This is an optimization exercise on Yosys and OpenROAD, whose aim is small area, a short achievable clock period and few clock cycles per item, not a production implementation. In this exercise RTL edits were held to simulation tests only and were not proved equivalent to the original. Power figures rest on the tool's default switching activity, not on a simulated workload.

## the baseline
==> module rectangle_overlay_pixel_lookup_top, before the edit <==
module rectangle_overlay_pixel_lookup_top (
    input  logic                           i_clk,
    input  logic                           i_rst_n,
    input  logic                           i_s_tvalid,
    output logic                           o_s_tready,
    input  logic [rop_pkg::S_DATA_W-1:0]   i_s_tdata,
    input  logic [0:0]                     i_s_tuser,
    output logic                           o_m_tvalid,
    input  logic                           i_m_tready,
    output logic [rop_pkg::M_DATA_W-1:0]   o_m_tdata,
    output logic [0:0]                     o_m_tuser
);
    localparam int D  = rop_pkg::OUT_DEPTH;
    localparam int N  = rop_pkg::MAX_RECTS;
    localparam int G  = 16;
    localparam int NG = N / G;
    localparam int GW = rop_pkg::GLYPH_W;
    logic                         r_ready;
    logic [rop_pkg::CNT_W-1:0]    r_count;
    logic [$clog2(D+1)-1:0]       r_out;
    logic                         r_ld, r_q, r_cv, r_gv;
    logic [31:0]                  r_rect;
    logic [rop_pkg::ROW_W-1:0]    r_row, r_nrow;
    logic [rop_pkg::COL_W-1:0]    r_col, r_ncol;
    logic [N-1:0]                 r_cov;
    logic [7:0]                   r_vgt, r_veq;
    logic [15:0]                  r_vlo;
    logic [rop_pkg::CNT_W-1:0]    w_count;
    logic [NG-1:0]                r_ghit;
    logic [NG*GW-1:0]             r_gglyph;
    logic [D-1:0]                 r_qv;
    logic [8:0]                   r_qd [0:D-1];
    logic                         w_fire, w_qfire, w_lfire, w_take;
    logic [N-1:0]                 w_cover;
    logic [N*GW-1:0]              w_glyphs;
    logic [NG-1:0]                w_ghit;
    logic [NG*GW-1:0]             w_gglyph;
    logic                         w_hit;
    logic [GW-1:0]                w_glyph;
    logic [$clog2(D+1)-1:0]       w_out;
    assign w_fire  = i_s_tvalid && r_ready;
    assign w_qfire = w_fire && i_s_tuser[0];
    assign w_lfire = w_fire && !i_s_tuser[0] && !r_count[rop_pkg::CNT_W-1];
    assign w_take  = r_qv[0] && i_m_tready;
    assign w_out   = r_out + w_qfire - w_take;
    assign w_count = i_rst_n ? r_count + w_lfire : '0;
    rop_table_ram u_tab (
        .i_clk    (i_clk),
        .i_shift  (r_ld),
        .i_rect   (r_rect),
        .i_vgt    (r_vgt),
        .i_veq    (r_veq),
        .i_vlo    (r_vlo),
        .i_row    (r_row),
        .i_nrow   (r_nrow),
        .i_col    (r_col),
        .i_ncol   (r_ncol),
        .o_cover  (w_cover),
        .o_glyphs (w_glyphs)
    );
    rop_group_sel #(.N(N), .G(G)) u_gsel (
        .i_cover  (r_cov),
        .i_glyphs (w_glyphs),
        .o_hit    (w_ghit),
        .o_glyph  (w_gglyph)
    );
    rop_final_sel #(.NG(NG)) u_fsel (
        .i_hit    (r_ghit),
        .i_glyph  (r_gglyph),
        .o_hit    (w_hit),
        .o_glyph  (w_glyph)
    );
    always_ff @(posedge i_clk) begin
        r_rect   <= i_s_tdata[31:0];
        r_row    <= i_s_tdata[36:32];
        r_nrow   <= ~i_s_tdata[36:32];
        r_col    <= i_s_tdata[43:37];
        r_ncol   <= ~i_s_tdata[43:37];
        r_cov    <= w_cover;
        r_ghit   <= w_ghit;
        r_gglyph <= w_gglyph;
        r_count  <= w_count;
        for (int k = 0; k < 8; k++) begin
            r_vgt[k] <= (w_count[7:4] > 4'(k));
            r_veq[k] <= (w_count[7:4] == 4'(k));
        end
        for (int j = 0; j < 16; j++) r_vlo[j] <= (w_count[3:0] > 4'(j));
        if (!i_rst_n) begin
            r_ready <= 1'b1;
            r_out   <= '0;
            r_ld    <= 1'b0;
            r_q     <= 1'b0;
            r_cv    <= 1'b0;
            r_gv    <= 1'b0;
        end else begin
            r_ready <= (w_out < D);
            r_out   <= w_out;
            r_ld    <= w_lfire;
            r_q     <= w_qfire;
            r_cv    <= r_q;
            r_gv    <= r_cv;
        end
    end
    logic [D:0]  w_sv;
    logic [8:0]  w_sd [0:D];
    always_comb begin
        for (int k = 0; k < D; k++) begin
            w_sv[k] = w_take ? ((k + 1 < D) ? r_qv[(k+1)%D] : 1'b0) : r_qv[k];
            w_sd[k] = w_take ? r_qd[(k+1)%D] : r_qd[k];
        end
        w_sv[D] = 1'b0;
        w_sd[D] = '0;
    end
    always_ff @(posedge i_clk) begin
        for (int k = 0; k < D; k++) begin
            if (r_gv && !w_sv[k] && (k == 0 || w_sv[(k+D-1)%D]))
                r_qd[k] <= {w_hit, w_glyph};
            else
                r_qd[k] <= w_sd[k];
        end
        if (!i_rst_n) begin
            r_qv <= '0;
        end else begin
            for (int k = 0; k < D; k++)
                r_qv[k] <= w_sv[k] || (r_gv && (k == 0 || w_sv[(k+D-1)%D]));
        end
    end
    assign o_s_tready = r_ready;
    assign o_m_tvalid = r_qv[0];
    assign o_m_tdata  = r_qd[0][7:0];
    assign o_m_tuser  = r_qd[0][8];
endmodule
Settings: LEC_CHECK=0, CAP_MARGIN=20, CORE_MARGIN=2, CORE_UTILIZATION=40, CTS_CLUSTER_DIAMETER=100, CTS_CLUSTER_SIZE=24, SETUP_SLACK_MARGIN=3.5, SLEW_MARGIN=20; clock period 6.0 ns.
run.sh (not shown) runs the stock make flow with config.mk's settings and CLKGATE_MAP_FILE= SYNTH_SCRIPT=/design/flow/synth_recipe.tcl, a recipe that flattens the netlist after the stock synthesis.
Testbench counts of the baseline, summed over its fixed seeds: cycles 2,542, queries 1,600.
Changes in the candidate relative to the baseline:
--- a/flow/design.v
+++ b/flow/design.v
@@ -209,21 +209,22 @@
             w_sd[k] = w_take ? r_qd[(k+1)%D] : r_qd[k];
         end
         w_sv[D] = 1'b0;
         w_sd[D] = '0;
     end
     always_ff @(posedge i_clk) begin
-        for (int k = 0; k < D; k++) begin
-            if (r_gv && !w_sv[k] && (k == 0 || w_sv[(k+D-1)%D]))
-                r_qd[k] <= {w_hit, w_glyph};
-            else
-                r_qd[k] <= w_sd[k];
-        end
         if (!i_rst_n) begin
-            r_qv <= '0;
+            r_qv    <= '0;
+            r_qd[0] <= '0;
         end else begin
+            for (int k = 0; k < D; k++) begin
+                if (r_gv && !w_sv[k] && (k == 0 || w_sv[(k+D-1)%D]))
+                    r_qd[k] <= {w_hit, w_glyph};
+                else
+                    r_qd[k] <= w_sd[k];
+            end
             for (int k = 0; k < D; k++)
                 r_qv[k] <= w_sv[k] || (r_gv && (k == 0 || w_sv[(k+D-1)%D]));
         end
     end
     assign o_s_tready = r_ready;
     assign o_m_tvalid = r_qv[0];
--- outcome ---
In terms of hold slack, the baseline and the candidate differ only marginally. Density: the candidate denser than the baseline. On the candidate: area growth from synthesis to layout is 2.7 points higher than what the baseline gave. [compare] base=the baseline new=the candidate: sum of internal, switching and leakage power has increased, number of antenna violations at the first check in global routing has increased, worst setup slack has increased.
Testbench counts of the candidate, summed over its fixed seeds: cycles 2,542, queries 1,600.

[separate check: timing with driven ports]
The results above use ideal ports. As a check the final layouts listed here were re-extracted and re-timed, cells and wires unchanged. Step 1 assumes that a clkbuf_16 drives the clock port and a buf_2 every other input. Step 2 moves the port delays by t, midway between the first and last clock arrival at a register: inputs arrive t later, outputs are due t later. That takes back most of the time a late clock gives input paths. a / b / c = no drivers / after step 1 / after step 2; a / b = the first two.
run	t, ns	setup slack, ns	cell pins on the clock port's net
the baseline	1.073	3.185 / 3.063 / 2.533	1
the candidate	1.063	3.350 / 3.250 / 2.355	1
After both steps every run listed still meets setup and hold. For the candidate, which loses most, drivers alone change the setup slack by -0.100 ns; drivers and shift together by -0.995 ns.
